Source: an optimization exercise on an open RTL-to-GDS flow (aim: small area, a short achievable clock period and few clock cycles). Production flows keep margins and buffers that such runs may drop. At most, simulation tests tie the RTL to the original design; equivalence was not proved. Function not checked in runs 3 to 6: the RTL went through the layout flow alone. The flow treats the clock pin as an ideal source, which a real chip does not have. No activity file was given, so power comes from the tool's default toggle rates.

===== config.mk =====
export PLATFORM = sky130hd
export DESIGN_NAME = mem_unit
export DESIGN_NICKNAME = mem_unit
export VERILOG_FILES = /design/flow/design.v
export SDC_FILE = /design/flow/constraint.sdc
export NUM_CORES = 4
export LEC_CHECK = 0
export CAP_MARGIN = 20
export CORE_MARGIN = 2
export CORE_UTILIZATION = 70
export SETUP_SLACK_MARGIN = 2.55
export SLEW_MARGIN = 20

===== design.v =====
`timescale 1ns/1ps
`default_nettype none
package mem_pkg;
  typedef logic [31:0] addr_t;
  typedef logic [31:0] word_t;
  typedef logic [7:0]  byte_t;
  typedef logic [1:0]  size_t;
  localparam logic [1:0] IO_SELECT = 2'b11;  
endpackage
`default_nettype wire
`timescale 1ns/1ps
`default_nettype none
module mem_unit (
  input  logic                   clk_in,
  input  logic                   rst_in,
  input  logic                   rdy_in,
  input  logic                   fetch_en,
  input  mem_pkg::addr_t         fetch_addr,
  output logic                   fetch_done,
  output mem_pkg::word_t         fetch_data,
  input  logic                   load_en,
  input  mem_pkg::addr_t         load_addr,
  input  mem_pkg::size_t         load_size,
  output logic                   load_done,
  output mem_pkg::word_t         load_data,
  input  logic                   store_en,
  input  mem_pkg::addr_t         store_addr,
  input  mem_pkg::size_t         store_size,
  input  mem_pkg::word_t         store_data,
  output logic                   store_done,
  input  logic                   flush_in,
  input  logic                   io_buffer_full,
  input  mem_pkg::byte_t         mem_din,
  output mem_pkg::byte_t         mem_dout,
  output mem_pkg::addr_t         mem_a,
  output logic                   mem_wr
);
  logic        f_out;       
  logic        s_val;       
  logic [15:0] sw;
  logic [2:0]  fc;
  logic        fdin;        
  logic        f_sub;       
  logic [31:0] ra;
  logic        d_busy;
  logic        d_run;       
  logic        own;         
  logic        own_w;       
  logic        d_wr;        
  logic        d_io;        
  logic [17:0] d_q;         
  logic [1:0]  d_idx;       
  logic [1:0]  d_last;      
  logic [3:0]  wb;          
  logic        ldin;        
  logic        l_fin;       
  logic        ls1, ls2, ls4;  
  logic        d_req;
  logic [1:0]  req_size, req_last;
  logic [17:0] req_addr;
  logic        req_io;
  logic        d_go;        
  logic        d_end;       
  logic        l_start;     
  logic        f_new;       
  logic        c_out;       
  logic        f_go0;       
  logic        f_done0;     
  logic [2:0]  fc0;
  logic [15:0] sw0;
  logic        n_busy, n_run, n_wr, n_io, n_fout, n_own;
  logic        f_hold;      
  logic [2:0]  fc_h;
  logic [1:0]  n_idx, n_last;
  logic [2:0]  n_fc;
  assign d_req    = load_en || store_en;
  assign req_size = load_en ? load_size : store_size;
  assign req_last = req_size[1] ? 2'd3 : {1'b0, req_size[0]};
  assign req_addr = load_en ? load_addr[17:0] : store_addr[17:0];
  assign req_io   = (req_addr[17:16] == mem_pkg::IO_SELECT);
  assign d_go     = own && !(d_wr && d_io && io_buffer_full);
  assign d_end    = d_go && d_idx == d_last;
  assign c_out    = fetch_en || (f_out && !flush_in);
  assign f_go0    = !own && !fc[2] && (c_out || s_val) && !store_en;
  assign l_start  = own && !d_run && !d_wr;
  assign f_done0  = c_out && ((fc[2] && !l_start && !store_en) || (f_go0 && fc == 3'd3));
  assign fc0      = f_done0 ? 3'd0 : fc + {2'd0, f_go0};
  assign sw0      = f_done0 ? sw + 16'd1 : sw;
  assign f_new    = fetch_en && !(s_val && fetch_addr[17:2] == sw);
  assign mem_a    = {14'd0, own ? d_q : {sw, fc[1:0]}};
  assign mem_dout = ({8{wb[0]}} & ra[7:0])   | ({8{wb[1]}} & ra[15:8]) |
                    ({8{wb[2]}} & ra[23:16]) | ({8{wb[3]}} & ra[31:24]);
  assign mem_wr   = rdy_in && own_w && !(d_io && io_buffer_full);
  assign fetch_data = {({8{f_sub}} & mem_din) | ra[31:24], ra[23:0]};
  assign load_data[7:0]   = ({8{ls1}} & mem_din) | ra[7:0];
  assign load_data[15:8]  = ({8{ls2}} & mem_din) | ra[15:8];
  assign load_data[23:16] = ra[23:16];
  assign load_data[31:24] = {8{ls4}} & mem_din;
  logic [1:0] f_lane, l_lane;
  assign f_lane = fc[1:0] - 2'd1;
  assign l_lane = d_idx - 2'd1;
  always_ff @(posedge clk_in)
  begin
    if (fdin)
      ra[8*f_lane +: 8] <= mem_din;
    if (ldin && !l_fin)
      ra[8*l_lane +: 8] <= mem_din;
    if (rdy_in && l_start)
    begin
      if (d_last == 2'd0)
        ra[7:0] <= 8'd0;
      if (!d_last[1])
        ra[23:8] <= 16'd0;
    end
    if (rdy_in && f_go0 && c_out && fc == 3'd3 && !f_new)
      ra[31:24] <= 8'd0;
    if (rdy_in && store_en)
      ra <= store_data;
  end
  always_comb
  begin
    n_busy = d_busy;
    n_run  = d_run;
    n_wr   = d_wr;
    n_io   = d_io;
    n_idx  = d_idx;
    n_last = d_last;
    n_fout = f_out;
    n_fc   = fc;
    if (!rdy_in)
    begin
      if (l_fin)
      begin
        n_busy = 1'b1;
        n_run  = 1'b1;
      end
    end
    else
    begin
      if (d_req)
      begin
        n_busy = 1'b1;
        n_run  = 1'b0;
        n_wr   = store_en;
        n_io   = req_io;
        n_idx  = 2'd0;
        n_last = req_last;
      end
      else if (own)
      begin
        n_run = 1'b1;
        if (d_end)
        begin
          n_busy = 1'b0;
          n_wr   = 1'b0;
        end
        else if (d_go)
          n_idx = d_idx + 2'd1;
      end
      n_fout = f_new || (c_out && !f_done0);
      n_fc   = (f_new || l_start || store_en) ? 3'd0 :
               (fetch_en && f_done0) ? 3'd4 : fc0;
    end
    fc_h   = fc + {2'd0, !own && !fc[2]};
    f_hold = (fetch_en || f_out) && fc_h != 3'd0 && !fc_h[2];
    if (!rdy_in)
      n_own = own || l_fin;
    else
      n_own = n_busy && (n_run || n_wr || !f_hold);
  end
  always_ff @(posedge clk_in)
  begin
    if (rst_in)
    begin
      f_out      <= 1'b0;
      s_val      <= 1'b0;
      fc         <= 3'd0;
      fdin       <= 1'b0;
      f_sub      <= 1'b0;
      ldin       <= 1'b0;
      l_fin      <= 1'b0;
      ls1        <= 1'b0;
      ls2        <= 1'b0;
      ls4        <= 1'b0;
      d_busy     <= 1'b0;
      d_run      <= 1'b0;
      own        <= 1'b0;
      own_w      <= 1'b0;
      d_wr       <= 1'b0;
      fetch_done <= 1'b0;
      load_done  <= 1'b0;
      store_done <= 1'b0;
    end
    else
    begin
      d_busy <= n_busy;
      d_run  <= n_run;
      d_wr   <= n_wr;
      d_io   <= n_io;
      d_idx  <= n_idx;
      d_last <= n_last;
      f_out  <= n_fout;
      fc     <= n_fc;
      own    <= n_own;
      own_w  <= n_own && n_wr;
      wb     <= 4'b0001 << n_idx;
      if (!rdy_in)
      begin
        fdin  <= 1'b0;
        f_sub <= 1'b0;
        ldin  <= 1'b0;
        l_fin <= 1'b0;
        ls1   <= 1'b0;
        ls2   <= 1'b0;
        ls4   <= 1'b0;
        if (l_fin)
          load_done <= 1'b0;
      end
      else
      begin
        if (d_req)
          d_q <= req_addr;
        else if (d_go && !d_end)
          d_q <= d_q + 18'd1;
        ldin      <= d_go && !d_wr;
        l_fin     <= d_end && !d_wr;
        ls1       <= d_end && !d_wr && d_last == 2'd0;
        ls2       <= d_end && !d_wr && d_last == 2'd1;
        ls4       <= d_end && !d_wr && d_last[1];
        load_done <= d_end && !d_wr;
        store_done <= (n_own && n_wr && !n_io && n_idx == n_last) ||
                      (d_end && d_wr && d_io);
        fdin       <= f_go0 && !f_new;
        f_sub      <= f_go0 && c_out && fc == 3'd3 && !f_new;
        fetch_done <= f_done0 && !f_new;
        sw         <= fetch_en ? fetch_addr[17:2] : sw0;
        if (fetch_en)
          s_val <= 1'b1;
      end
    end
  end
endmodule
`default_nettype wire

===== flow/run.sh =====
#!/bin/bash
# Standard layout, except:
# - the port buffers are plain buf_1 cells (the default pick is the slower
#   and larger clkdlybuf4s50_1); the resizer still sizes them up where
#   timing or slew needs it;
# - the clock tree is built by flow/clock_tree.tcl just before the CTS step
#   (one root buffer, one leaf buffer per cluster of flip-flops), and the
#   CTS step is then left with nothing to do. Its usual tree for this small
#   design is 17 leaf buffers of about 8 flip-flops each.
set -euo pipefail
export BUFFER_PORTS_ARGS="-buffer_cell sky130_fd_sc_hd__buf_1"
export PRE_CTS_TCL="$PWD/flow/clock_tree.tcl"
export CTS_ARGS="-clk_nets clk_in"
bash standard.sh > flow_make.log 2>&1

===== standard.sh =====
#!/bin/bash
# synth_recipe.tcl (not shown) runs the flow's synth.tcl, then flattens the netlist and writes it again
# the make line also repeats each setting of config.mk as NAME=value (left out here)
make -C /OpenROAD-flow-scripts/flow DESIGN_CONFIG=/design/flow/config.mk WORK_HOME=/design/flow/orfs CLKGATE_MAP_FILE= SYNTH_SCRIPT=/design/flow/synth_recipe.tcl "${@:-finish}"

===== constraint.sdc =====
create_clock -name core_clock -period 5.0 [get_ports {clk_in}]
set_input_delay 1.0000 -clock core_clock [delete_from_list [all_inputs] [get_ports {clk_in}]]
set_output_delay 1.0000 -clock core_clock [all_outputs]
set_load 0.01 [all_outputs]

===== flow/clock_tree.tcl =====
# A small balanced clock tree made by hand: the clock port drives one root
# buffer, which drives one leaf buffer per cluster of flip-flops (clusters
# by k-means on the flip-flops' places); every flip-flop is two buffers from
# the port.
proc my_manual_clock_tree {nleaf rootcell leafcell} {
  set db [ord::get_db]
  set block [ord::get_db_block]
  set clknet [$block findNet clk_in]
  set pts {}
  foreach it [$clknet getITerms] {
    set box [[$it getInst] getBBox]
    lappend pts [list [expr {([$box xMin] + [$box xMax]) / 2}] [expr {([$box yMin] + [$box yMax]) / 2}] $it]
  }
  # start the centres on a spread of the flip-flops sorted by x then y
  set sorted [lsort -integer -index 0 $pts]
  set n [llength $sorted]
  set cs {}
  for {set g 0} {$g < $nleaf} {incr g} {
    set p [lindex $sorted [expr {($g * $n + $n / 2) / $nleaf}]]
    lappend cs [list [lindex $p 0] [lindex $p 1]]
  }
  for {set iter 0} {$iter < 30} {incr iter} {
    set sum {}
    for {set g 0} {$g < $nleaf} {incr g} { lappend sum [list 0 0 0] }
    set asg {}
    foreach p $pts {
      lassign $p x y
      set best 0; set bd -1
      for {set g 0} {$g < $nleaf} {incr g} {
        lassign [lindex $cs $g] cx cy
        set d [expr {abs($x - $cx) + abs($y - $cy)}]
        if {$bd < 0 || $d < $bd} { set bd $d; set best $g }
      }
      lappend asg $best
      lassign [lindex $sum $best] sx sy sn
      lset sum $best [list [expr {$sx + $x}] [expr {$sy + $y}] [expr {$sn + 1}]]
    }
    set ncs {}
    for {set g 0} {$g < $nleaf} {incr g} {
      lassign [lindex $sum $g] sx sy sn
      if {$sn > 0} { lappend ncs [list [expr {$sx / $sn}] [expr {$sy / $sn}]] } else { lappend ncs [lindex $cs $g] }
    }
    set cs $ncs
  }
  set mroot [$db findMaster $rootcell]
  set mleaf [$db findMaster $leafcell]
  set root [odb::dbInst_create $block $mroot clktree_root]
  set rnet [odb::dbNet_create $block clktree_root_net]
  $rnet setSigType CLOCK
  [$root findITerm A] connect $clknet
  [$root findITerm X] connect $rnet
  set leaves {}
  set lnets {}
  for {set g 0} {$g < $nleaf} {incr g} {
    set leaf [odb::dbInst_create $block $mleaf clktree_leaf_$g]
    set lnet [odb::dbNet_create $block clktree_leaf_net_$g]
    $lnet setSigType CLOCK
    [$leaf findITerm A] connect $rnet
    [$leaf findITerm X] connect $lnet
    lassign [lindex $cs $g] cx cy
    $leaf setLocation $cx $cy
    $leaf setPlacementStatus PLACED
    lappend lnets $lnet
  }
  foreach p $pts g $asg {
    set it [lindex $p 2]
    $it disconnect
    $it connect [lindex $lnets $g]
  }
  set sx 0; set sy 0
  foreach c $cs { incr sx [lindex $c 0]; incr sy [lindex $c 1] }
  $root setLocation [expr {$sx / $nleaf}] [expr {$sy / $nleaf}]
  $root setPlacementStatus PLACED
}

my_manual_clock_tree 5 sky130_fd_sc_hd__clkbuf_8 sky130_fd_sc_hd__clkbuf_16
set_propagated_clock [all_clocks]

==> notes.md, run 1 <==
Floorplanning:
- Once the floorplan was initialized, standard cells occupied 71.46% of the core.
- The die width is 97.89 µm.
- The floorplan row count is 34.
- The I/O pin count is between 200 and 300.
- The full die area is about 9600 µm².
- The area of the core is about 8600 µm².
- The vertical die dimension is 97.89 µm.

Routing:
- In this run the remaining antenna-violating nets after routing total 0.
- The number of vias per cell after detailed routing is 6.219.
- The first-pass detailed-route iteration total is 6.
- The detailed-route DRC error count is 0.
- The overall routed net length is 17200 µm.
- Detailed routing inserted a total of ~5900 vias.
- The number of design-rule violations left by the first detailed-router iteration is just over 400.
- After detailed routing, the average wire length per cell comes to 18.09 µm.

Cells and area:
- In the final layout, the share of cells above drive strength 1 is 9.371%.
- The number of antenna diodes in the final layout is 0.
- Relative to the synthesized area, the layout overhead comes to 13.36%.
- Leaving out fill and tap cells, the most frequent cell in the layout is sky130_fd_sc_hd__buf_1.
- The top cell types in the final layout, fill and taps aside, are sky130_fd_sc_hd__buf_1 (176), sky130_fd_sc_hd__nand2_1 (92), sky130_fd_sc_hd__o21ai_0 (71).
- The net count of the finished layout is 1008.

Critical path:
- The worst setup path is of the reg -> out kind.
- The data arrival time of the worst path is 1.45 ns.
- The launching element of the worst setup path is own.
- The data required time of the critical path is about 4.0 ns.
- The maximum net fanout on the critical path is 29.
- The kind of end point of the critical path is a primary output.
- The startpoint type of the worst setup path is a register.
- The reg-to-reg startpoint is d_idx[0].

Run:
- The max capacitance violation total is 0.

Synthesis:
- The share of the Yosys chip area taken by registers is 37.79%.
- The count of warnings emitted by yosys is 1.
- The synthesized flop and latch total is 95.
- Among all flip-flop cells after synthesis, the most frequent one is sky130_fd_sc_hd__dfxtp_1.
- After synthesis the cells add up to between 6000 and 7000 µm².
- The post-synthesis area per instance is 8.728 µm².
- In this run, synthesis inferred 43 flip-flops with an integrated enable.
- The async set-or-reset flop fraction in the synthesized netlist is 0%.
- The gate count of the mapped netlist is around 700.
- The distinct cell type count after synthesis is 54.

Power and ir drop:
- The share of power burned in registers is 50.6%.
- The switching share of power is between 30% and 40%.
- The internal portion of the total power is 1.295 mW.
- For this design the ratio of total power to cell area is between 200 and 300 nW/µm².
- The portion of total power attributed to the clock network is 23.7%.
- The reported leakage power is 2.804 nW.
- The switching power is 616.2 µW.
- The worst-case vdd ir drop is 156.1 µV.
- Of the total power, combinational logic draws 25.7%.

Timing:
- The final hold violation count is 0.
- The clock arrives with 0.01711 ns of skew.
- Timing would allow up to 408.3 MHz.
- The worst path in the final design needs a cycle of 2.449 ns, including I/O delays and setup.
- At the pin with the least slew margin, the transition time is slightly below 0.9 ns.
- In the finished design, the share of the clock period the worst path needs comes to 48.99%.
- The number of pins exceeding their max-slew limit in the final report is 0.
- The final-layout setup total negative slack is 0 ns.
- Hold timing on the final database bottoms out at a slack of approximately 0.47 ns.
- Setup repair after global routing could not meet its margin everywhere.
- The worst pin sits at a relative slew slack of 41.92%.
- Setup violations remaining at the end of the flow were counted as 0.

Min path:
- The worst hold path begins at fetch_done.
- The worst hold path class is reg -> reg.

Place:
- The final HPWL from detailed placement is 12480 µm.
- Buffers placed on the I/O ports in this run total 197.
- The routability congestion estimate from global placement is a little over 0.9.

GRT:
- Entering global routing, the biggest net connects between 40 and 50 pins.
- The total global routing overflow is 0.
- The number of global-route vias before repair is 5531.
- The initial antenna violation count is 0.
- The first-pass GRT wire length is between 20000 and 30000 µm.
- Global routing used between 30% and 40% of the available tracks across all layers.

CTS:
- In this run, post-CTS hold repair placed 0 buffers.
- The clock-pin slew of the registers on the worst-case setup and hold paths is 0.09 ns.
- The clock latency reported for the late side of the worst-skew pair is 0.38 ns.

Outcome:
- The flow ran to the end and the layout has no timing, DRC or antenna violations.
[cells in the mapped netlist (20+ instances only)]
master | n | share of area (%)
sky130_fd_sc_hd__nor2_1 | 32 | 1.9
sky130_fd_sc_hd__o21ai_0 | 71 | 5.8
sky130_fd_sc_hd__nand3_1 | 21 | 1.7
sky130_fd_sc_hd__xor2_1 | 29 | 4.1
sky130_fd_sc_hd__xnor2_1 | 20 | 2.8
sky130_fd_sc_hd__buf_4 | 46 | 5.6
sky130_fd_sc_hd__nand2_1 | 93 | 5.7
sky130_fd_sc_hd__a21o_1 | 26 | 3.2
sky130_fd_sc_hd__edfxtp_1 | 43 | 21
sky130_fd_sc_hd__a22oi_1 | 45 | 5.5
sky130_fd_sc_hd__a21oi_1 | 21 | 1.7
sky130_fd_sc_hd__dfxtp_1 | 52 | 17
sky130_fd_sc_hd__clkbuf_1 | 32 | 1.9
[worst max-delay path, cell delays in order (launching register included)]
cell	delay (ns)
sky130_fd_sc_hd__dfxtp_1	0.36
sky130_fd_sc_hd__buf_12	0.19
sky130_fd_sc_hd__mux2_2	0.37
sky130_fd_sc_hd__buf_1	0.13
[area by class of cell]
class                   count  area, µm²
plain buffers               6      138.9
multi-input cells         520       3373
fillers                   613       1640
inverters                  16      63.81
well taps                 108      135.1
repair buffers            206      949.7
flip-flops and latches     95       2335
[power by group through the flow]
stage	Combinational [mW]	Clock, mW	Sequential (mW)
final	0.491	0.453	0.968
after global routing	0.537	0.479	0.973
after CTS	0.469	0.451	0.963
after detailed placement	0.457	0	0.980
after global placement	0.447	0	0.976
after floorplan	0.377	0	0.949
[flip-flops by register name (all words and copies together), names as in the netlist, 2 cells and up]
signal,flops
wb,4
sw,16
d_q,18
d_last,2
d_idx,2
fc,3
ra,32
[worst paths after layout]
check	to	slack [ns]	cells past startpoint
hold reg to reg	fetch_done	0.47	2
setup reg to reg	ra[19]	2.74	6
setup / recovery	mem_a[17]	2.55	3
hold / removal	fetch_done	0.47	2
[logic make-up after synthesis]
| logic type | share of synthesized area, % |
|---|---|
| compound gates | 22.45 |
| xor+xnor | 6.955 |
| fa+ha+maj | 3.041 |
| buf+inv | 9.307 |
| flops | 37.79 |
| mux | 4.441 |
| other cells | 0.06077 |
| simple gates | 15.96 |
[per-stage QoR]
step,total power [mW],util [%],instances,instance area (µm²),setup slack (ns)
global route,1.990,81.01,951,6995,2.464
floorplan,1.326,-,720,6272,2.491
CTS,1.883,79.66,948,6879,2.526
finish,1.912,81.01,951,6995,2.551
global placement,1.423,76.98,941,6648,1.894
detailed placement,1.437,76.98,941,6648,1.814
[timing repair]
action,CTS,global route
setup buffers,1,3
endpoints found under the setup margin,98,50
resized for setup,34,25
pin swaps,1,4
[metal layers]
| layer | global-route usage, % | part of all wire, % | vias up |
|---|---|---|---|
| li1 | - | - | 2748 |
| met1 | 43.50 | 39 | 2766 |
| met2 | 59.91 | 49 | 353 |
| met3 | 2.434 | 8.4 | 47 |
| met4 | 8.761 | 2.9 | 0 |
| met5 | 0 | 0 | - |
Testbench counts, summed over its fixed seeds: cycles 68,456.
==> inputs of run 2 (changes only) <==
==> config.mk (replaced) <==
export PLATFORM = sky130hd
export DESIGN_NAME = mem_unit
export DESIGN_NICKNAME = mem_unit
export VERILOG_FILES = /design/flow/design.v
export SDC_FILE = /design/flow/constraint.sdc
export NUM_CORES = 4
export LEC_CHECK = 0
export CAP_MARGIN = 5
export CORE_MARGIN = 2
export CORE_UTILIZATION = 70
export SETUP_SLACK_MARGIN = 2.5
export SLEW_MARGIN = 5
==> run 2 against run 1 <==
  * Still clean on timing, DRC and antenna
  * Fmax shrank 1.6%
  * Sequential share of layout area grew 0.51 points
  * Clock power shrank 1%
  * Power shrank 1.1%
  * Final cell count shrank 0.21%
  * Sequential power is essentially flat
  * First-iteration DRC count grew 10%
  * Synthesized area is the same
==> notes.md, run 2 <==
Routing:
- The detail route stage leaves a number of antenna-violating nets equal to 0.
- The first-pass detailed-route iteration total is 5.
- The number of design-rule violations left by the first detailed-router iteration is ~450.
- The detailed-route DRC error count is 0.
- The via total after detailed routing is 5880.
- In the final routed layout, each cell accounts on average for roughly 18 µm.
- The overall routed net length is between 15000 and 20000 µm.
- The number of vias per cell after detailed routing is 6.196.

GRT:
- Entering global routing, the biggest net connects 43 pins.
- Global routing consumed, over all layers together, 33.16% of the routing resources.
- The number of global-route vias before repair was about 5500.
- The total overflow left after global routing is 0.
- The initial antenna violation count is 0.
- The first global-routing pass estimated around 27000 µm of wire.

Cells and area:
- Fill cells in the final layout number 613.
- Measured on the finished design, the core utilization comes to 79.88%.
- The final layout net count is ~1000.
- 0 antenna diodes ended up in the layout.
- The most common cell after layout, fill and taps aside is sky130_fd_sc_hd__buf_1.
- From synthesis to final layout, the design area changed by 11.78%.
- Of the cells placed in the final design, the portion with a size suffix greater than 1 is slightly below 9%.
- The top cell types in the final layout, fill and taps aside, are sky130_fd_sc_hd__buf_1 (177), sky130_fd_sc_hd__nand2_1 (92), sky130_fd_sc_hd__o21ai_0 (71).
- The multi-input combinational cell area is 3358 µm².
- The largest register by flop count is ra.
- The finished layout holds 949 standard cells, fillers aside.
- The largest registers in the layout are ra: 32 flops, d_q: 18 flops, sw: 16 flops.
- The number of flip-flops under the largest register name is 32.
- The final design instance area without fill is roughly 7000 µm².
- The sequential cells in the finished layout cover a total of 2337 µm².

Power and ir drop:
- In this run the power density over the cells is 274.0 nW/µm².
- In this run the static leakage power is 2.764 nW.
- The worst-case IR drop observed on VDD is ~240 µV.
- The design draws 1.890 mW.

Synthesis:
- Counting instances in the post-synthesis netlist gives the leading cell types as sky130_fd_sc_hd__nand2_1 (93), sky130_fd_sc_hd__o21ai_0 (71), sky130_fd_sc_hd__dfxtp_1 (52).
- The share of synthesized area occupied by flip-flops and latches is between 30% and 40%.
- The count of warnings emitted by yosys is 1.
- The synthesized flop and latch total is 95.
- After synthesis the cells add up to 6171 µm².
- Each instance of the synthesized netlist takes up on average 8.728 µm².
- Yosys mapped the design onto 54 distinct sky130hd cell types.
- In the post-synthesis netlist, the cell with the most instances is sky130_fd_sc_hd__nand2_1.
- In the synthesized netlist, the number of instances is 707.
- The most frequently used flop master after synthesis is sky130_fd_sc_hd__dfxtp_1.
- After synthesis, the share of flip-flops with an asynchronous set or reset is 0%.
- The area share of the largest cell type after synthesis is 20.92%.
- Counting flops with a built-in enable in the synthesized netlist gives 43.
- By area the synthesized netlist is led by sky130_fd_sc_hd__edfxtp_1 (21%), sky130_fd_sc_hd__dfxtp_1 (17%), sky130_fd_sc_hd__o21ai_0 (5.8%).
- The biggest area consumer among synthesized cells is sky130_fd_sc_hd__edfxtp_1.

Floorplanning:
- In this run the vertical extent of the chip is 97.89 µm.
- The total area inside the core boundary comes to about 8600 µm².
- The I/O pin count is 256.
- The initialized floorplan defines 34 standard-cell rows.
- The floorplan step defined a die boundary enclosing roughly 9600 µm².
- The initial cell density of the core is 71.46%.
- The die width is 97.89 µm.

Critical path:
- Data on the critical path is required at its endpoint by 4.00 ns.
- The startpoint type of the worst setup path is an input port.
- The slowest stage of the critical path is the sky130_fd_sc_hd__a21o_1 cell.
- The category of the most critical setup path is in -> out.
- The critical path goes through buf_4 > a21o_1 > buf_2.
- For the worst flop-to-flop path, the logic depth is 10.
- The largest stage delay on the critical path is 0.19 ns.
- The data arrival time of the worst path is 1.49 ns.
- Of all nets on the critical path, the largest fanout is 8.
- The worst setup path is captured at a primary output.

Min path:
- The worst hold path class is reg -> reg.
- The number of cells traversed by the worst hold path is 2.

Timing:
- At the pin with the least slew margin, the transition time is 0.8231 ns.
- The number of pins exceeding their max-slew limit in the final report is 0.
- The number of setup violations in the final report is 0.
- The fmax is 401.9 MHz.
- In the finished design, the share of the clock period the worst path needs comes to 49.76%.
- Setup total negative slack on the finished layout was measured at 0 ns.
- Headroom to the max-slew limit came out at 45.13%.
- Setup repair after global routing left no endpoint under its margin.
- The clock skew is ~0.025 ns.
- The final period demand of the worst path is 2.488 ns.
- The smallest setup slack after layout is 2.512 ns.
- The final hold violation count came to 0.
- The final worst hold slack is 0.4775 ns.

Place:
- The instance area at placement is between 6000 and 7000 µm².
- During placement, the flow inserted port buffers numbering 197.
- The final HPWL from detailed placement is approximately 12000 µm.
- Once placement completed, the tool counted placed cells totaling 940.
- Timing analysis after detailed placement gives a worst setup slack of 1.701 ns.
- The routability congestion estimate from global placement is 0.9725.

CTS:
- Buffers inserted to repair hold after CTS numbered 0.
- Clock latency on the worst-skew pair, taken at its later pin, is 0.38 ns.
- The clock-pin slew of the registers on the worst-case setup and hold paths is 0.09 ns.

Run:
- Across the run, the number of max-cap violations was 0.

Outcome:
- The run finished with no timing, DRC or antenna violations.
## run 2: cell counts after synthesis
Identical to the previous run, type by type.
## run 2: path summary, 6_finish.rpt
path         startpoint              to  slack, ns
max          mem_din[1]  fetch_data[25]       2.51
min           load_done       load_done       0.48
max reg2reg         own      store_done       2.67
min reg2reg   load_done       load_done       0.48
## run 2: cells by family after synthesis
group                    after synthesis  share of synthesized area [%]
AO/OA/AOI/OAI                        206                          22.45
XOR/XNOR                              49                          6.955
adder cells (fa/ha/maj)               15                          3.041
buffers and inverters                105                          9.307
flip-flops                            95                          37.79
multiplexers                          25                          4.441
other                                  1                        0.06077
AND/OR/NAND/NOR                      211                          15.96
## run 2: final cells by class
cell class | count | share of cell area [%]
inverters | 16 | 0.9251
well taps | 108 | 1.959
plain buffers | 6 | 2.013
flip-flops and latches | 95 | 33.88
multi-input cells | 520 | 48.68
repair buffers | 204 | 12.53
## run 2: per-layer routing
layer	vias up	global-route usage, %	wire, µm
met2	326	59.59	8556
met1	2776	42.06	6659
met3	36	3.794	1379
met5	-	0	0
li1	2742	-	-
met4	0	9.722	375
## run 2: repair_timing
item                                    4_1_cts  5_1_grt
endpoints found under the setup margin      118       76
buffers inserted                              1        2
pin swaps                                     0        1
gates resized for setup                      23       15
## run 2: critical path: cells and delay by family
family | cells | cell delay (ns)
buffers and inverters | 2 | 0.30
AOI/OAI and AO/OA | 1 | 0.19
## run 2: where the power goes
group / leakage, nW / internal (mW) / switching, mW
registers: 0.840 / 0.885 / 0.0853
logic: 1.86 / 0.202 / 0.270
clock network: 0.0688 / 0.197 / 0.251
==> inputs of run 3 (changes only) <==
--- a/design.v
+++ b/design.v
@@ -51,7 +51,6 @@
   logic [17:0] d_q;         
   logic [1:0]  d_idx;       
   logic [1:0]  d_last;      
-  logic [3:0]  wb;          
   logic        ldin;        
   logic        l_fin;       
   logic        ls1, ls2, ls4;  
@@ -88,8 +87,7 @@
   assign sw0      = f_done0 ? sw + 16'd1 : sw;
   assign f_new    = fetch_en && !(s_val && fetch_addr[17:2] == sw);
   assign mem_a    = {14'd0, own ? d_q : {sw, fc[1:0]}};
-  assign mem_dout = ({8{wb[0]}} & ra[7:0])   | ({8{wb[1]}} & ra[15:8]) |
-                    ({8{wb[2]}} & ra[23:16]) | ({8{wb[3]}} & ra[31:24]);
+  assign mem_dout = ra[8*d_idx +: 8];
   assign mem_wr   = rdy_in && own_w && !(d_io && io_buffer_full);
   assign fetch_data = {({8{f_sub}} & mem_din) | ra[31:24], ra[23:0]};
   assign load_data[7:0]   = ({8{ls1}} & mem_din) | ra[7:0];
@@ -203,7 +201,6 @@
       fc     <= n_fc;
       own    <= n_own;
       own_w  <= n_own && n_wr;
-      wb     <= 4'b0001 << n_idx;
       if (!rdy_in)
       begin
         fdin  <= 1'b0;
--- a/config.mk
+++ b/config.mk
@@ -5,8 +5,8 @@
 export SDC_FILE = /design/flow/constraint.sdc
 export NUM_CORES = 4
 export LEC_CHECK = 0
-export CAP_MARGIN = 5
+export CAP_MARGIN = 20
 export CORE_MARGIN = 2
 export CORE_UTILIZATION = 70
 export SETUP_SLACK_MARGIN = 2.5
-export SLEW_MARGIN = 5
+export SLEW_MARGIN = 20
==> run 3 against run 2 <==
  * Die area is 0.64% lower
  * Final cell count down 3.6%
  * Largest power group unchanged
  * Critical path depth unchanged
  * Synthesized cell count shrank 6.2%
  * Still clean
  * Critical endpoint is now mem_dout[1]
==> notes.md, run 3 <==
Synthesis:
- The area share of the largest cell type after synthesis is 19.11%.
- The number of flops mapped to enable cells by yosys is 39.
- In the synthesized netlist the async set-or-reset flop fraction comes to 0%.
- The share of synthesized area occupied by flip-flops and latches is 36.09%.
- The gate count of the mapped netlist is 663.
- For this run, the leading register cell type out of synthesis is sky130_fd_sc_hd__dfxtp_1.
- The synthesized flop and latch total is 91.
- Ranked by total cell area, the synthesized netlist is headed by sky130_fd_sc_hd__edfxtp_1 (19%), sky130_fd_sc_hd__dfxtp_1 (17%), sky130_fd_sc_hd__buf_4 (5.8%).
- After synthesis, the mean cell area works out to 9.245 µm².
- The synthesized area is slightly above 6000 µm².
- The cell with the most instances after synthesis is sky130_fd_sc_hd__nand2_1.
- Summed over all instances, the cell type with the most area after synthesis is sky130_fd_sc_hd__edfxtp_1.
- The count of warnings emitted by yosys is 1.
- The number of different library cells used by synthesis comes to 66.
- By count the netlist is led by sky130_fd_sc_hd__nand2_1 (75), sky130_fd_sc_hd__dfxtp_1 (52), sky130_fd_sc_hd__o21ai_0 (50).

Cells and area:
- The final layout net count is just under 1000.
- From synthesis to final layout, the design area changed by 11.88%.
- The library cell used most frequently in the layout, excluding fill and tap cells, is sky130_fd_sc_hd__buf_1.
- In the layout the commonest cells are sky130_fd_sc_hd__buf_1 (184), sky130_fd_sc_hd__nand2_1 (75), sky130_fd_sc_hd__o21ai_0 (50).
- The post-route non-filler standard cell count is 915.
- The fraction of final layout cells sized beyond drive strength 1 is between 10% and 20%.
- Summing all non-filler instances in the final layout gives an area of 6858 µm².
- The filler cells instantiated in the layout total approximately 610.
- The number of antenna diodes in the final layout is 0.
- The largest registers in the layout are ra: 32 flops, d_q: 18 flops, sw: 16 flops.
- The register with the most flip-flops in the layout has 32 of them.
- The largest register by flop count is ra.

Run:
- The max capacitance violation total is 0.

Critical path:
- The worst setup path is captured at a primary output.
- Along the worst path, the maximum fanout reaches 9.
- The category of the most critical setup path is reg -> out.
- The largest individual stage delay along the critical path comes from the cell sky130_fd_sc_hd__mux4_2.
- The number of cells on the worst reg-to-reg path is 6.
- The largest stage delay on the critical path is roughly 0.5 ns.
- The startpoint type of the worst setup path is a register.
- The reg-to-reg startpoint is d_idx[0].
- The worst reg-to-reg setup slack is 2.64 ns.
- The data arrival time of the worst path is 1.57 ns.
- The worst register-to-register path ends at d_q[17].
- The data required time of the critical path is 4.00 ns.
- Traced cell by cell, the critical path runs through buf_12 > mux4_2 > clkbuf_2.

Floorplanning:
- Once the floorplan was initialized, standard cells occupied a little under three quarters of the core.
- The die is 97.58 µm wide.
- In this run the standard cell core region covers 8593 µm².
- The die covers 9521 µm².
- The die is slightly below 100 µm tall.
- Pin placement for this block handled 256 I/O pins.
- The floorplan row count is 34.

Min path:
- The worst hold path terminates at s_val.
- The startpoint of the lowest-slack hold path is s_val.
- The worst hold path class is reg -> reg.
- The worst hold path passes through 2 cells.

Place:
- The final HPWL from detailed placement is 12420 µm.
- Routability-driven placement finished with a final weighted congestion of between 0.9 and 1.
- The instance area at placement is 6571 µm².
- Timing analysis after detailed placement gives a worst setup slack of 1.584 ns.
- In this run, placement finished with an instance count of 900.
- The number of buffer cells added on primary ports is 197.

GRT:
- The pin count of the biggest net entering global routing is 41.
- The total global routing overflow is 0.
- The first global-routing pass estimated approximately 27000 µm of wire.
- The aggregate global-route resource usage is roughly 33%.
- The initial antenna violation count is 0.
- The number of global-route vias before repair was 5483.

Power and ir drop:
- For this design the static power due to leakage is 2.682 nW.
- Power spread over the standard cell area amounts to 265.3 nW/µm².
- IR analysis of the VDD net gives a maximum drop of 197.7 µV.

Routing:
- The final route contains 5645 vias.
- The number of vias per cell after detailed routing is 6.169.
- The remaining antenna violation count after routing is 0.
- In the routed design, unresolved DRC markers number 0.
- The overall routed net length is 16660 µm.
- For this run, the detailed router's first-pass iteration total came to 5.
- Dividing the detail-routed wire length by the instance count gives 18.21 µm.
- The number of design-rule violations left by the first detailed-router iteration is approximately 350.

Timing:
- The number of pins exceeding their max-slew limit in the final report is 0.
- The clock period could shrink to 2.574 ns.
- The max-slew headroom at the worst pin is 40.76%.
- Of the available clock period, the critical path in the final layout requires 51.48%.
- After layout, the worst setup slack is 2.426 ns.
- For the final routed database, the setup TNS stands at 0 ns.
- The final hold violation count is 0.
- On the final layout, the worst hold slack is 0.5343 ns.
- Setup repair after global routing could not meet its margin everywhere.
- The fmax is 388.5 MHz.
- The clock skew is 0.01706 ns.
- Setup violations remaining at the end of the flow were counted as 0.
- The slew at the pin with the worst max-slew slack is 0.8886 ns.

CTS:
- The clock-pin slew of the registers on the worst-case setup and hold paths is 0.09 ns.
- The clock latency reported for the late side of the worst-skew pair is approximately 0.38 ns.
- The number of buffers inserted for hold repair after clock tree synthesis is 0.

Outcome:
- The run finished with no timing, DRC or antenna violations.
==> run 3: power by group <==
part / internal (mW) / switching (mW) / total (mW)
clock: 0.196 / 0.241 / 0.438
combinational: 0.211 / 0.259 / 0.470
sequential: 0.840 / 0.0708 / 0.911
total: 1.25 / 0.571 / 1.82
==> run 3: cell type report <==
| type | instances | area [µm²] | area share [%] |
|---|---|---|---|
| plain buffers | 6 | 138.9 | 2.025 |
| repair buffers | 210 | 890.9 | 12.99 |
| multi-input cells | 487 | 3426 | 49.95 |
| flip-flops and latches | 91 | 2218 | 32.35 |
| well taps | 108 | 135.1 | 1.970 |
| inverters | 13 | 48.80 | 0.7115 |
==> run 3: worst max-delay path, delay by kind of cell, from the launching register on <==
family / cells / cell delay, ns
buffers and inverters: 2 / 0.30
DFF: 1 / 0.39
muxes: 1 / 0.51
==> run 3: kinds of logic after synthesis <==
family / Yosys count / share of synthesized area [%]
AO/OA/AOI/OAI: 179 / 20.58
adder cells (fa/ha/maj): 15 / 3.062
AND/OR/NAND/NOR: 191 / 15.39
buffers and inverters: 98 / 9.288
XOR/XNOR: 49 / 7.124
multiplexers: 39 / 8.410
other: 1 / 0.06118
flip-flops: 91 / 36.09
==> run 3: how the worst max path moves through the flow <==
| stage | to | cells after the start | slack [ns] | start |
|---|---|---|---|---|
| 4_1_cts | mem_dout[0] | 3 | 2.42 | d_idx[0] |
| 2_1_floorplan | mem_wr | 4 | 2.38 | rdy_in |
| 3_5_place_dp | d_q[9] | 3 | 1.58 | store_en |
| 6_report | mem_dout[1] | 3 | 2.43 | d_idx[0] |
| 5_1_grt | mem_dout[1] | 3 | 2.37 | d_idx[0] |
| 3_3_place_gp | d_q[9] | 3 | 1.63 | store_en |
==> run 3: repair_timing <==
action / CTS / global route
setup endpoints to repair: 130 / 59
gates cloned: 1 / 0
resized for setup: 18 / 11
setup buffers: 6 / 2
==> run 3: per-stage QoR <==
step                utilization, %  total power [mW]
floorplan                        -             1.266
global placement             76.47             1.356
detailed placement           76.47             1.371
CTS                          79.34             1.806
global route                 79.80             1.890
finish                       79.80             1.819
==> run 3: per-layer routing <==
layer	GRT usage [%]	up-vias	wire, µm
met2	60.85	330	8440
met5	0	-	0
met1	40.44	2637	6377
met3	3.525	40	1348
met4	10.79	0	492
li1	-	2638	-
==> inputs of run 4 (changes only) <==
--- a/design.v
+++ b/design.v
@@ -51,6 +51,7 @@
   logic [17:0] d_q;         
   logic [1:0]  d_idx;       
   logic [1:0]  d_last;      
+  logic [3:0]  wb;          
   logic        ldin;        
   logic        l_fin;       
   logic        ls1, ls2, ls4;  
@@ -67,6 +68,8 @@
   logic        f_done0;     
   logic [2:0]  fc0;
   logic [15:0] sw0;
+  logic [17:0] a_bus;       
+  logic [17:0] a_inc;       
   logic        n_busy, n_run, n_wr, n_io, n_fout, n_own;
   logic        f_hold;      
   logic [2:0]  fc_h;
@@ -84,10 +87,13 @@
   assign l_start  = own && !d_run && !d_wr;
   assign f_done0  = c_out && ((fc[2] && !l_start && !store_en) || (f_go0 && fc == 3'd3));
   assign fc0      = f_done0 ? 3'd0 : fc + {2'd0, f_go0};
-  assign sw0      = f_done0 ? sw + 16'd1 : sw;
+  assign sw0      = f_done0 ? a_inc[17:2] : sw;
   assign f_new    = fetch_en && !(s_val && fetch_addr[17:2] == sw);
-  assign mem_a    = {14'd0, own ? d_q : {sw, fc[1:0]}};
-  assign mem_dout = ra[8*d_idx +: 8];
+  assign a_bus    = own ? d_q : {sw, fc[1:0]};
+  assign a_inc    = a_bus + 18'd1;
+  assign mem_a    = {14'd0, a_bus};
+  assign mem_dout = ({8{wb[0]}} & ra[7:0])   | ({8{wb[1]}} & ra[15:8]) |
+                    ({8{wb[2]}} & ra[23:16]) | ({8{wb[3]}} & ra[31:24]);
   assign mem_wr   = rdy_in && own_w && !(d_io && io_buffer_full);
   assign fetch_data = {({8{f_sub}} & mem_din) | ra[31:24], ra[23:0]};
   assign load_data[7:0]   = ({8{ls1}} & mem_din) | ra[7:0];
@@ -201,6 +207,7 @@
       fc     <= n_fc;
       own    <= n_own;
       own_w  <= n_own && n_wr;
+      wb     <= 4'b0001 << n_idx;
       if (!rdy_in)
       begin
         fdin  <= 1'b0;
@@ -218,7 +225,7 @@
         if (d_req)
           d_q <= req_addr;
         else if (d_go && !d_end)
-          d_q <= d_q + 18'd1;
+          d_q <= a_inc;
         ldin      <= d_go && !d_wr;
         l_fin     <= d_end && !d_wr;
         ls1       <= d_end && !d_wr && d_last == 2'd0;
--- a/config.mk
+++ b/config.mk
@@ -7,6 +7,6 @@
 export LEC_CHECK = 0
 export CAP_MARGIN = 20
 export CORE_MARGIN = 2
-export CORE_UTILIZATION = 70
+export CORE_UTILIZATION = 40
 export SETUP_SLACK_MARGIN = 2.5
 export SLEW_MARGIN = 20
==> run 4 against run 3 <==
  * Still clean on timing, DRC and antenna
  * Sequential power up 4.8%
  * Routed wire length up 12%
  * Register-to-register slack about the same
  * Synthesized cell count grew 3.0%
  * Clock power rose by 2%
  * Power is 6.2% higher
  * Fmax up 3.3%
  * Worst setup slack gained 0.081 ns
  * Hold slack worse by 0.034 ns
  * Critical path depth is 1 higher
  * Highest routed layer unchanged
==> notes.md, run 4 <==
Routing:
- The number of design-rule violations left by the first detailed-router iteration is 400.
- The detailed-route DRC error count is 0.
- The number of vias per cell after detailed routing is 5.562.
- After detailed routing, the average wire length per cell comes to 18.16 µm.
- The routed design has 18580 µm of wire.
- The via total after detailed routing is approximately 5700.
- In this run the remaining antenna-violating nets after routing total 0.
- The first-pass detailed-route iteration total is 5.

Synthesis:
- By instance count, the leading cell after synthesis is sky130_fd_sc_hd__nand2_1.
- Counting flops with a built-in enable in the synthesized netlist gives 43.
- For this run, the number of Yosys warnings is 1.
- The synthesized area is around 6100 µm².
- Sorting the synthesized cells by area gives the leading types as sky130_fd_sc_hd__edfxtp_1 (21%), sky130_fd_sc_hd__dfxtp_1 (17%), sky130_fd_sc_hd__a22oi_1 (6.2%).
- The gate count of the mapped netlist is slightly below 700.
- The distinct cell type count after synthesis is 61.
- The synthesized flop and latch total is 95.
- The post-synthesis area per instance is 8.909 µm².
- Sequential elements use 38.33% of the synthesized area.
- In the synthesized netlist the dominant register cell turns out to be sky130_fd_sc_hd__dfxtp_1.
- The biggest area consumer among synthesized cells is sky130_fd_sc_hd__edfxtp_1.
- The async set-or-reset flop fraction in the synthesized netlist is 0%.
- Summed over its instances, the top area cell type makes up 21.22% of the synthesized netlist area.
- By count the netlist is led by sky130_fd_sc_hd__nand2_1 (76), sky130_fd_sc_hd__o21ai_0 (57), sky130_fd_sc_hd__dfxtp_1 (52).

Cells and area:
- The count of fill cells added during filler insertion is 1474.
- 0 antenna diodes ended up in the layout.
- The fraction of final layout cells sized beyond drive strength 1 is between 10% and 20%.
- Leaving out fill and tap cells, the most frequent cell in the layout is sky130_fd_sc_hd__buf_1.
- The core utilization of the finished layout is between 40% and 50%.
- The largest registers in the layout are ra: 32 flops, d_q: 18 flops, sw: 16 flops.
- More flip-flops sit in one register than any other, and that register is ra.
- For this run, the post-layout net count is roughly 1000.
- The register with the most flip-flops in the layout has 32 of them.
- In the layout the commonest cells are sky130_fd_sc_hd__buf_1 (183), sky130_fd_sc_hd__nand2_1 (76), sky130_fd_sc_hd__o21ai_0 (54).
- Relative to the synthesized area, the layout overhead comes to 18.26%.

Critical path:
- The endpoint of the most critical setup path is mem_wr.
- The critical path is of the in -> out type.
- Setup slack on the worst reg-to-reg path comes out at ~2.7 ns.
- The data required time of the critical path is ~4.0 ns.
- In this run the worst path has a maximum fanout of 9.
- The startpoint identified for the worst register-to-register timing path is own.
- The number of cells traversed by the worst register-to-register path is 8.
- The capturing point of the worst reg2reg path is d_q[17].
- The data arrival time of the worst path is 1.49 ns.
- The kind of end point of the critical path is a primary output.
- STA classifies the critical path startpoint as an input port.
- The most critical setup path has its startpoint at rdy_in.

GRT:
- The first global-routing pass estimated roughly 28000 µm of wire.
- The initial antenna violation count is 0.
- The number of global-route vias before repair is between 5000 and 6000.
- The total overflow left after global routing is 0.
- The aggregate global-route resource usage is a little over a fifth.
- Entering global routing, the biggest net connects 37 pins.

Place:
- At the placement stage, the worst setup path has a slack of 1.733 ns.
- The final HPWL from detailed placement is 13340 µm.
- Port buffering added 197 buffers.
- Routability-driven placement finished with a final weighted congestion of 0.8180.

Timing:
- The final hold violation count is 0.
- The max-slew headroom at the worst pin is 27.30%.
- The final period demand of the worst path is 2.493 ns.
- The number of pins exceeding their max-slew limit in the final report came to 0.
- Timing would allow up to between 400 and 500 MHz.
- The final clock period utilization by the worst path is about half.
- For the final database, setup skew stands at roughly 0.047 ns.
- Hold timing on the final database bottoms out at a slack of 0.5004 ns.
- Setup repair after global routing could not meet its margin everywhere.
- Setup violations remaining at the end of the flow were counted as 0.
- After layout, the worst setup slack is ~2.5 ns.
- The slew at the pin with the worst max-slew slack is between 1 and 1.5 ns.
- The final-layout setup total negative slack is 0 ns.

CTS:
- Hold repair after CTS inserted 0 buffers.
- The later pin in the worst-skew pair is clocked with a latency of 0.39 ns.
- Clock-pin slew was measured on the worst setup and hold paths at 0.12 ns.

Min path:
- The worst hold path class is reg -> reg.

Floorplanning:
- The full die area is 16210 µm².
- The floorplan row count is 45.
- The I/O pin count is 256.
- From left edge to right edge, the die measures about 130 µm.
- Measured along the y axis, the die boundary spans 127.3 µm.
- The area of the core is 15030 µm².
- The initial cell density of the core is about 40%.

Power and ir drop:
- The reported leakage power is 2.797 nW.
- The total power consumption of the routed design is 1.931 mW.
- For this design the ratio of total power to cell area is 268.4 nW/µm².
- The worst-case vdd ir drop is 201.0 µV.

Run:
- The tool flagged a number of max-cap violations equal to 0.

Outcome:
- The run finished with no timing, DRC or antenna violations.
run 4: logic make-up after synthesis:
| group | share of synthesized area [%] |
|---|---|
| compound gates | 25.25 |
| simple gates | 14.85 |
| buf+inv | 9.953 |
| flops | 38.33 |
| xor+xnor | 5.326 |
| mux | 3.352 |
| fa+ha+maj | 2.879 |
| other cells | 0.06163 |
run 4: worst min path at each step:
| stage | from | end | slack [ns] | cells after the start |
|---|---|---|---|---|
| floorplan | s_val | s_val | 0.46 | 2 |
| global placement | d_busy | d_busy | 0.47 | 1 |
| detailed placement | load_done | load_done | 0.48 | 1 |
| CTS | f_out | f_out | 0.50 | 2 |
| global route | load_done | load_done | 0.51 | 1 |
| finish | load_done | load_done | 0.50 | 1 |
run 4: critical path: stages:
cell	delay (ns)
sky130_fd_sc_hd__buf_12	0.12
sky130_fd_sc_hd__buf_8	0.12
sky130_fd_sc_hd__and3_4	0.14
sky130_fd_sc_hd__buf_6	0.11
run 4: metal layers:
metal | part of all wire (%) | GRT usage, % | vias to the layer above
li1 | - | - | 2730
met1 | 44 | 29.68 | 2682
met2 | 47 | 37.50 | 257
met3 | 7.4 | 2.764 | 21
met4 | 1.6 | 2.650 | 0
met5 | 0 | 0 | -
run 4: cell type report:
| class | instances | area (µm²) | share of cell area [%] |
|---|---|---|---|
| Inverter | 17 | 67.56 | 0.9390 |
| Multi-Input combinational cell | 493 | 3333 | 46.32 |
| Timing Repair Buffer | 224 | 1082 | 15.04 |
| Sequential cell | 95 | 2338 | 32.50 |
| Buffer | 6 | 138.9 | 1.930 |
| Tap cell | 188 | 235.2 | 3.269 |
run 4: what timing repair did:
| item | in CTS | in global routing |
|---|---|---|
| endpoints found under the setup margin | 109 | 59 |
| gates resized for setup | 38 | 26 |
| cloned | 1 | 1 |
| pin swaps | 1 | 0 |
| setup buffers | 4 | 13 |
run 4: power by group:
part / switching, mW / internal [mW] / leakage [nW] / total (mW)
sequential: 0.0718 / 0.883 / 0.841 / 0.955
combinational: 0.297 / 0.231 / 1.89 / 0.529
clock: 0.251 / 0.197 / 0.0688 / 0.448
total: 0.620 / 1.31 / 2.80 / 1.93
run 4: stage by stage:
| step | std cells | area [µm²] |
|---|---|---|
| after floorplan | 696 | 6183 |
| after global placement | 998 | 6650 |
| after detailed placement | 998 | 6653 |
| after CTS | 1009 | 6982 |
| after global routing | 1023 | 7196 |
| final | 1023 | 7196 |
==> inputs of run 5 (changes only) <==
--- a/config.mk
+++ b/config.mk
@@ -7,6 +7,6 @@
 export LEC_CHECK = 0
 export CAP_MARGIN = 20
 export CORE_MARGIN = 2
-export CORE_UTILIZATION = 40
+export CORE_UTILIZATION = 55
 export SETUP_SLACK_MARGIN = 2.5
 export SLEW_MARGIN = 20
==> run 5 against run 4 <==
  * Flip-flop and latch count stayed put
  * Still clean
  * First-iteration DRC count is 39% higher
  * Power is 0.13% higher
  * Global-route usage is 7.1 points higher
  * Critical endpoint is now mem_a[11]
  * Combinational power hardly changed
  * Clock skew is 0.015 ns lower
  * Core utilization is 17 points higher
  * Clock power hardly changed
  * Via count is 1.8% higher
  * Largest cell class unchanged
  * Final area is 1.6% lower
==> notes.md, run 5 <==
Outcome:
- The flow ran to the end and the layout has no timing, DRC or antenna violations.

Synthesis:
- The synthesized flop and latch total is 95.
- After synthesis, the mean cell area works out to 8.909 µm².
- Synthesis handed over a netlist of approximately 680 instances.
- The cell area that synthesis handed to floorplanning was between 6000 and 7000 µm².
- Ranked by instance count, the synthesized netlist is headed by sky130_fd_sc_hd__nand2_1 (76), sky130_fd_sc_hd__o21ai_0 (57), sky130_fd_sc_hd__dfxtp_1 (52).
- Sorting the synthesized cells by area gives the leading types as sky130_fd_sc_hd__edfxtp_1 (21%), sky130_fd_sc_hd__dfxtp_1 (17%), sky130_fd_sc_hd__a22oi_1 (6.2%).
- The share of synthesized area occupied by flip-flops and latches is 38.33%.
- The number of different library cells used by synthesis comes to 61.
- For this run, the number of Yosys warnings is 1.
- sky130_fd_sc_hd__nand2_1 is the most common cell in the netlist.
- For this run, the leading register cell type out of synthesis is sky130_fd_sc_hd__dfxtp_1.
- Counting flops with a built-in enable in the synthesized netlist gives 43.
- The synthesized design spends more area on one cell type than any other, namely sky130_fd_sc_hd__edfxtp_1.
- After synthesis, the largest area contributor takes up 21.22% of total cell area.
- Of all flip-flops after synthesis, the portion carrying an async set or reset was 0%.

Timing:
- At the pin with the least slew margin, the transition time is 1.062 ns.
- Setup repair after global routing could not meet its margin everywhere.
- The final period demand of the worst path is 2.513 ns.
- The number of pins exceeding their max-slew limit in the final report is 0.
- Timing would allow up to 397.9 MHz.
- Headroom to the max-slew limit came out at 29.23%.
- The smallest setup slack after layout is roughly 2.5 ns.
- The final-layout setup total negative slack is 0 ns.
- The final critical path takes up 50.27% of the cycle.
- The clock skew is 0.03206 ns.
- Across all hold checks on the routed design, the worst slack comes to 0.4864 ns.
- The final hold violation count was 0.
- Setup violations remaining at the end of the flow were counted as 0.

Critical path:
- The maximum net fanout on the critical path is 12.
- The reg-to-reg startpoint is fc[0].
- The worst register-to-register path has a depth of 8.
- The endpoint identified for the worst register-to-register timing path is d_q[8].
- For flop-to-flop paths, the worst setup slack is 2.68 ns.
- The data required time of the critical path is 4.00 ns.
- The worst setup path is launched from a register.
- The kind of end point of the critical path is a primary output.
- STA puts the critical path data arrival time at 1.51 ns.
- The critical path in this run is classified as reg -> out.

CTS:
- The number of buffers inserted for hold repair after clock tree synthesis is 0.
- The later pin in the worst-skew pair is clocked with a latency of 0.40 ns.
- The clock-pin slew of the registers on the worst-case setup and hold paths is around 0.08 ns.

Power and ir drop:
- The analysis attributes to cell leakage a power of 2.759 nW.
- In this run the power density over the cells is 273.2 nW/µm².
- IR analysis of the VDD net gives a maximum drop of 160.8 µV.

Floorplanning:
- The floorplan step set the die height to 109.2 µm.
- During I/O placement, the number of pins put on the boundary was 256.
- From left edge to right edge, the die measures about 110 µm.
- The initial cell density of the core is 56.13%.
- After floorplanning, the core was sized to cover 10840 µm².
- In this run the core area contains 38 standard-cell rows.
- The floorplan step defined a die boundary enclosing approximately 12000 µm².

Place:
- Routability-driven placement finished with a final weighted congestion of 0.8965.
- During placement, the flow inserted port buffers numbering 197.
- At the placement stage, the worst setup path has a slack of 1.756 ns.
- After detailed placement, the total cell area comes to roughly 6600 µm².
- The wire-length estimate of the detail-placed layout is 13200 µm.

Cells and area:
- Leaving out fill and tap cells, the most frequent cells in the layout are sky130_fd_sc_hd__buf_1 (180), sky130_fd_sc_hd__nand2_1 (76), sky130_fd_sc_hd__o21ai_0 (52).
- The fraction of final layout cells sized beyond drive strength 1 is 11.27%.
- 0 antenna diodes ended up in the layout.
- The number of flip-flops under the largest register name is 32.
- Leaving out fill and tap cells, the most frequent cell in the layout is sky130_fd_sc_hd__buf_1.
- From synthesis to final layout, the design area changed by 16.33%.
- After the last flow step, the layout net total stands at 989.
- Counting flops per register, the top entry is ra.
- Once layout is done, the placed cells without fillers occupy 7078 µm².
- Once layout is complete, the utilization of the core stands at 65.29%.
- The largest registers in the layout are ra: 32 flops, d_q: 18 flops, sw: 16 flops.

Min path:
- The min-delay analysis places its worst path in the category reg -> reg.
- The startpoint of the lowest-slack hold path is load_done.
- The end point of the most critical hold path is load_done.
- Counting instances, the worst hold path has a depth of 1.

GRT:
- The initial antenna violation count was 0.
- The number of global-route vias before repair is 5174.
- The first global-routing pass estimated 26950 µm of wire.
- The aggregate global-route resource usage is 28.74%.
- The pin count of the biggest net entering global routing is 37.
- The total overflow left after global routing is 0.

Routing:
- The routed length per instance is 19.07 µm.
- The detailed-route DRC error count is 0.
- Once detail routing completed, the nets flagged for antenna violations numbered 0.
- In the routed layout, each cell is associated on average with a via count of 6.000.
- The number of design-rule violations left by the first detailed-router iteration is 556.
- The first-pass detailed-route iteration total is 6.
- The overall routed net length is 18400 µm.
- The via total after detailed routing is just under 6000.

Run:
- The max capacitance violation total is 0.
-- run 5: changes by cell type in the layout (fill, tap and decap cells not counted), moves of 2 or more --
| cell | change |
|---|---|
| sky130_fd_sc_hd__o21ai_2 | +2 |
| sky130_fd_sc_hd__nor2b_1 | -2 |
| sky130_fd_sc_hd__buf_12 | -2 |
| sky130_fd_sc_hd__mux2i_4 | +2 |
| sky130_fd_sc_hd__mux2i_2 | -2 |
| sky130_fd_sc_hd__buf_1 | -3 |
| sky130_fd_sc_hd__buf_4 | -11 |
| sky130_fd_sc_hd__o21ai_0 | -2 |
| sky130_fd_sc_hd__clkbuf_4 | +4 |
-- run 5: kinds of logic after synthesis --
| kind of cell | after synthesis | share of synthesized area, % |
|---|---|---|
| xor+xnor | 37 | 5.326 |
| mux | 19 | 3.352 |
| buf+inv | 108 | 9.953 |
| other cells | 1 | 0.06163 |
| flops | 95 | 38.33 |
| compound gates | 219 | 25.25 |
| fa+ha+maj | 14 | 2.879 |
| simple gates | 190 | 14.85 |
-- run 5: how the worst max path moves through the flow --
stage	end	start	slack (ns)
5_1_grt	fc[2]	fetch_en	2.46
3_3_place_gp	store_done	store_en	1.85
6_report	mem_a[11]	own	2.49
2_1_floorplan	mem_wr	rdy_in	2.44
3_5_place_dp	store_done	store_en	1.76
4_1_cts	mem_a[6]	own	2.50
-- run 5: stage by stage --
stage                     cells  power (mW)
after floorplan             696       1.329
after global placement      949       1.436
after detailed placement    949       1.446
after CTS                   961       1.918
after global routing        965       2.023
final                       965       1.934
-- run 5: area by class of cell --
class | count | area, µm²
Sequential cell | 95 | 2338
Multi-Input combinational cell | 493 | 3354
Inverter | 17 | 63.81
Fill cell | 962 | 3762
Tap cell | 140 | 175.2
Buffer | 6 | 138.9
Timing Repair Buffer | 214 | 1007
-- run 5: repair_timing --
action	4_1_cts	5_1_grt
gates cloned	3	0
setup buffers	3	4
setup endpoints to repair	96	36
gates resized for setup	46	29
pin swaps	1	0
-- run 5: power breakdown --
group | switching (mW) | internal [mW]
combinational | 0.299 | 0.227
clock | 0.254 | 0.197
sequential | 0.0741 | 0.883
total | 0.627 | 1.31
-- run 5: per-layer routing --
layer  part of all wire [%]  wire, µm  GRT usage (%)
met5                      0         0              0
met1                     40      7366          37.21
met2                     49      8970          50.71
met4                    2.8       523          9.042
met3                    8.4      1539          2.510
-- run 5: critical path: stages, from the launching register on --
cell and delay [ns]:
sky130_fd_sc_hd__dfxtp_4 0.42, sky130_fd_sc_hd__buf_12 0.18, sky130_fd_sc_hd__mux2_2 0.39, sky130_fd_sc_hd__buf_1 0.14
==> inputs of run 6 (changes only) <==
--- a/config.mk
+++ b/config.mk
@@ -7,6 +7,6 @@
 export LEC_CHECK = 0
 export CAP_MARGIN = 20
 export CORE_MARGIN = 2
-export CORE_UTILIZATION = 55
+export CORE_UTILIZATION = 70
 export SETUP_SLACK_MARGIN = 2.5
 export SLEW_MARGIN = 20
==> run 6 against run 5 <==
  * Final area shrank 0.64%
  * Clock power shrank 1%
  * Routed wire length grew 0.16%
  * Critical path depth is the same
  * Critical endpoint unchanged
==> notes.md, run 6 <==
Floorplanning:
- The full die area is between 9000 and 10000 µm².
- Pin placement for this block handled 256 I/O pins.
- Once the floorplan was initialized, standard cells occupied 70.81% of the core.
- In this run the standard cell core region covers roughly 8600 µm².
- The die width is 97.23 µm.
- The vertical die dimension is 97.23 µm.
- The floorplan has 34 rows.

CTS:
- At the later pin of the worst-skew pair, clock insertion delay measures 0.38 ns.
- The number of buffers inserted for hold repair after clock tree synthesis is 0.
- The clock-pin slew of the registers on the worst-case setup and hold paths is 0.08 ns.

Power and ir drop:
- IR analysis of the VDD net gives a maximum drop of 193.9 µV.
- The power per unit of standard cell area is 274.4 nW/µm².
- The reported leakage power is roughly 2.8 nW.

Critical path:
- In this run the critical register-to-register path is launched from own.
- Data on the critical path is required at its endpoint by 4.00 ns.
- The number of cells on the worst reg-to-reg path is 6.
- Data on the critical path arrives at its endpoint at approximately 1.5 ns.
- The worst setup path is captured at a primary output.
- The launching element of the worst setup path is own.
- The worst reg-to-reg setup slack is 2.60 ns.
- Following the worst setup path forward leads to its endpoint at mem_a[11].
- In this run the worst path has a maximum fanout of 9.
- In this run the critical register-to-register path is captured at ra[13].
- STA classifies the critical path startpoint as a register.
- The category of the most critical setup path is reg -> out.

GRT:
- The total global routing overflow is 0.
- The number of global-route vias before repair is 5663.
- Entering global routing, the biggest net connects 37 pins.
- The first global-routing pass estimated 28230 µm of wire.
- The initial antenna violation count is 0.
- Global routing consumed, over all layers together, 35.97% of the routing resources.

Synthesis:
- The share of synthesized cell area in full adder, half adder and majority cells is 2.879%.
- The share of synthesized area occupied by flip-flops and latches is 38.33%.
- The distinct cell type count after synthesis is between 60 and 70.
- Multiplexer cells account for 3.352% of the synthesized area.
- The compound-gate portion of the synthesized area is 25.25%.
- Of the total synthesized cell area, the portion taken by AND, OR, NAND and NOR gates is 14.85%.
- In the post-synthesis netlist, the biggest area contributors are sky130_fd_sc_hd__edfxtp_1 (21%), sky130_fd_sc_hd__dfxtp_1 (17%), sky130_fd_sc_hd__a22oi_1 (6.2%).
- The synthesized design spends more area on one cell type than any other, namely sky130_fd_sc_hd__edfxtp_1.
- Counting flops with an async set or reset pin after synthesis yields a share of 0%.
- The number of flops mapped to enable cells by yosys is 43.
- Summed over its instances, the top area cell type makes up 21.22% of the synthesized netlist area.
- Counting instances in the post-synthesis netlist gives the leading cell types as sky130_fd_sc_hd__nand2_1 (76), sky130_fd_sc_hd__o21ai_0 (57), sky130_fd_sc_hd__dfxtp_1 (52).
- By area, the combinational part of the netlist is dominated by compound AO/OA/AOI/OAI gates.
- The synthesized flop and latch total is 95.
- The cell with the most instances after synthesis is sky130_fd_sc_hd__nand2_1.
- In this run the mean area of a mapped cell was 8.909 µm².
- After Yosys synthesis, XOR and XNOR cells account for 5.326% of the synthesized area.
- In this run the cell area of the synthesized design comes to between 6000 and 7000 µm².
- The most frequently used flop master after synthesis is sky130_fd_sc_hd__dfxtp_1.
- The gate count of the mapped netlist is between 600 and 700.
- For this run, the number of Yosys warnings is 1.

Cells and area:
- In the final layout, the registers with the most flip-flops are ra: 32 flops, d_q: 18 flops, sw: 16 flops.
- Counting flops per register, the top entry is ra.
- In the layout the commonest cells are sky130_fd_sc_hd__buf_1 (181), sky130_fd_sc_hd__nand2_1 (76), sky130_fd_sc_hd__o21ai_0 (54).
- The post-route netlist has 11.00% of its cells at a drive strength greater than 1.
- Cells fill 81.84% of the core in the end.
- For this run, the post-layout net count is a little under 1000.
- The antenna diode count is 0.
- The area growth from synthesis to layout is 15.59%.
- The most common cell after layout, fill and taps aside is sky130_fd_sc_hd__buf_1.
- The register with the most flip-flops in the layout has 32 of them.

Timing:
- For the final routed database, the setup TNS stands at 0 ns.
- The final period demand of the worst path is 2.519 ns.
- Setup repair after global routing could not meet its margin everywhere.
- The fmax is slightly below 400 MHz.
- The number of pins exceeding their max-slew limit in the final report was 0.
- The max-slew headroom at the worst pin is 33.24%.
- The worst path uses about half of the clock period.
- The final hold violation count is 0.
- The number of setup violations in the final report is 0.
- The slew at the pin with the worst max-slew slack is 0.9977 ns.
- The final worst hold slack is 0.5196 ns.
- The clock skew is about 0.016 ns.
- The smallest setup slack after layout is ~2.5 ns.

Routing:
- The count of nets left with antenna violations once routing finished came out at 0.
- The first-pass detailed-route iteration total is 5.
- The routed length per instance is 19.71 µm.
- After detailed routing, the number of remaining DRC violations is 0.
- After the first detailed-routing iteration, the DRC count stood at 577.
- The routed layout has ~6000 vias.
- The routed design has 18430 µm of wire.
- Dividing the detail-routed via count by the number of cells gives approximately 6.4.

Run:
- The max capacitance violation total is 0.

Outcome:
- The flow ran to the end and the layout has no timing, DRC or antenna violations.

Place:
- The placement-stage worst setup slack is approximately 1.8 ns.
- The wire-length estimate of the detail-placed layout is 12730 µm.
- The congestion estimate from routability-driven global placement came to 0.9475.
- In this run the tool buffered the top-level ports with 197 buffer cells.

Min path:
- The path class of the tightest hold or removal check is reg -> reg.
-- run 6: cell counts after synthesis --
No cell type changed its count.
-- run 6: cell type report --
class	instances	area, µm²
sequential	95	2338
tap	108	135.1
multi-input combinational	493	3329
inverter	17	63.81
fill	578	1560
timing repair buffer	216	1027
buffer	6	138.9
-- run 6: layer usage --
metal	track usage [%]	wire, µm	part of all wire [%]	vias to the layer above
met3	3.094	1673	9.1	52
met1	44.05	6616	36	2834
met5	0	0	0	-
met2	66.56	9579	52	417
met4	12.18	561	3.0	0
li1	-	-	-	2715
-- run 6: what timing repair did --
| action | 4_1_cts | 5_1_grt |
|---|---|---|
| endpoints found under the hold margin | 0 | 0 |
| resized for setup | 40 | 29 |
| setup endpoints to repair | 134 | 57 |
| gates cloned | 0 | 1 |
| setup buffers | 9 | 3 |
| pin swaps | 1 | 0 |
-- run 6: cell families (layout without fill, tap and decap cells) --
family | Yosys count | after routing
AOI/OAI and AO/OA | 219 | 219
and+or+nand+nor | 190 | 190
buffers and inverters | 108 | 239
DFF | 95 | 95
xor gates and xnor gates | 37 | 37
muxes | 19 | 19
adders and majority gates | 14 | 14
other | 1 | 14
-- run 6: report_power, final --
group | total [mW] | leakage (nW) | switching [mW] | internal, mW
Clock | 0.446 | 0.0688 | 0.249 | 0.197
Sequential | 0.960 | 0.841 | 0.0773 | 0.883
Combinational | 0.524 | 1.85 | 0.299 | 0.225
-- run 6: worst min path at each step --
stage | cells past startpoint | slack (ns) | start | end
after global routing | 1 | 0.53 | d_busy | d_busy
after CTS | 1 | 0.52 | d_busy | d_busy
after global placement | 1 | 0.47 | load_done | load_done
after floorplan | 2 | 0.46 | s_val | s_val
final | 1 | 0.52 | d_busy | d_busy
after detailed placement | 2 | 0.49 | f_out | f_out
-- run 6: critical path, stage by stage (launching register included) --
cell	delay, ns
sky130_fd_sc_hd__dfxtp_4	0.45
sky130_fd_sc_hd__buf_12	0.17
sky130_fd_sc_hd__mux2_2	0.39
sky130_fd_sc_hd__buf_1	0.14
-- run 6: metrics by stage --
stage          cell area, µm²  power, mW  cells
3_5_place_dp             6535      1.442    916
2_1_floorplan            6183      1.329    696
3_3_place_gp             6535      1.425    916
4_1_cts                  6885      1.895    931
6_report                 7033      1.930    935
5_1_grt                  7033      2.004    935

-- port drivers added, routing unchanged --
The flow's constraints put no driver on any port. The routed layouts listed below were extracted and timed again, unchanged, in two steps.
Step 1 assumes that a clkbuf_16 drives the clock port and a buf_2 every other input.
Step 2 times the ports against the registers' clock, not the clock port: input delays grow and output delays shrink by t, the midpoint of the rising clock arrivals with the driver on.
a / b / c = no drivers / after step 1 / after step 2; a / b = the first two.
run | shift t [ns] | setup WS [ns] | pins driven straight from the clock port
run 1 | 0.404 | 2.551 / 2.516 / 2.211 | 1
run 2 | 0.406 | 2.512 / 2.490 / 2.214 | 1
run 3 | 0.406 | 2.426 / 2.393 / 2.200 | 1
run 4 | 0.406 | 2.507 / 2.461 / 2.193 | 1
run 5 | 0.418 | 2.487 / 2.450 / 2.191 | 1
run 6 | 0.409 | 2.481 / 2.444 / 2.164 | 1
After both steps setup and hold are still met in every run listed. The setup slack of run 1, which loses most, moves by -0.035 ns with the drivers and by -0.340 ns with both steps.
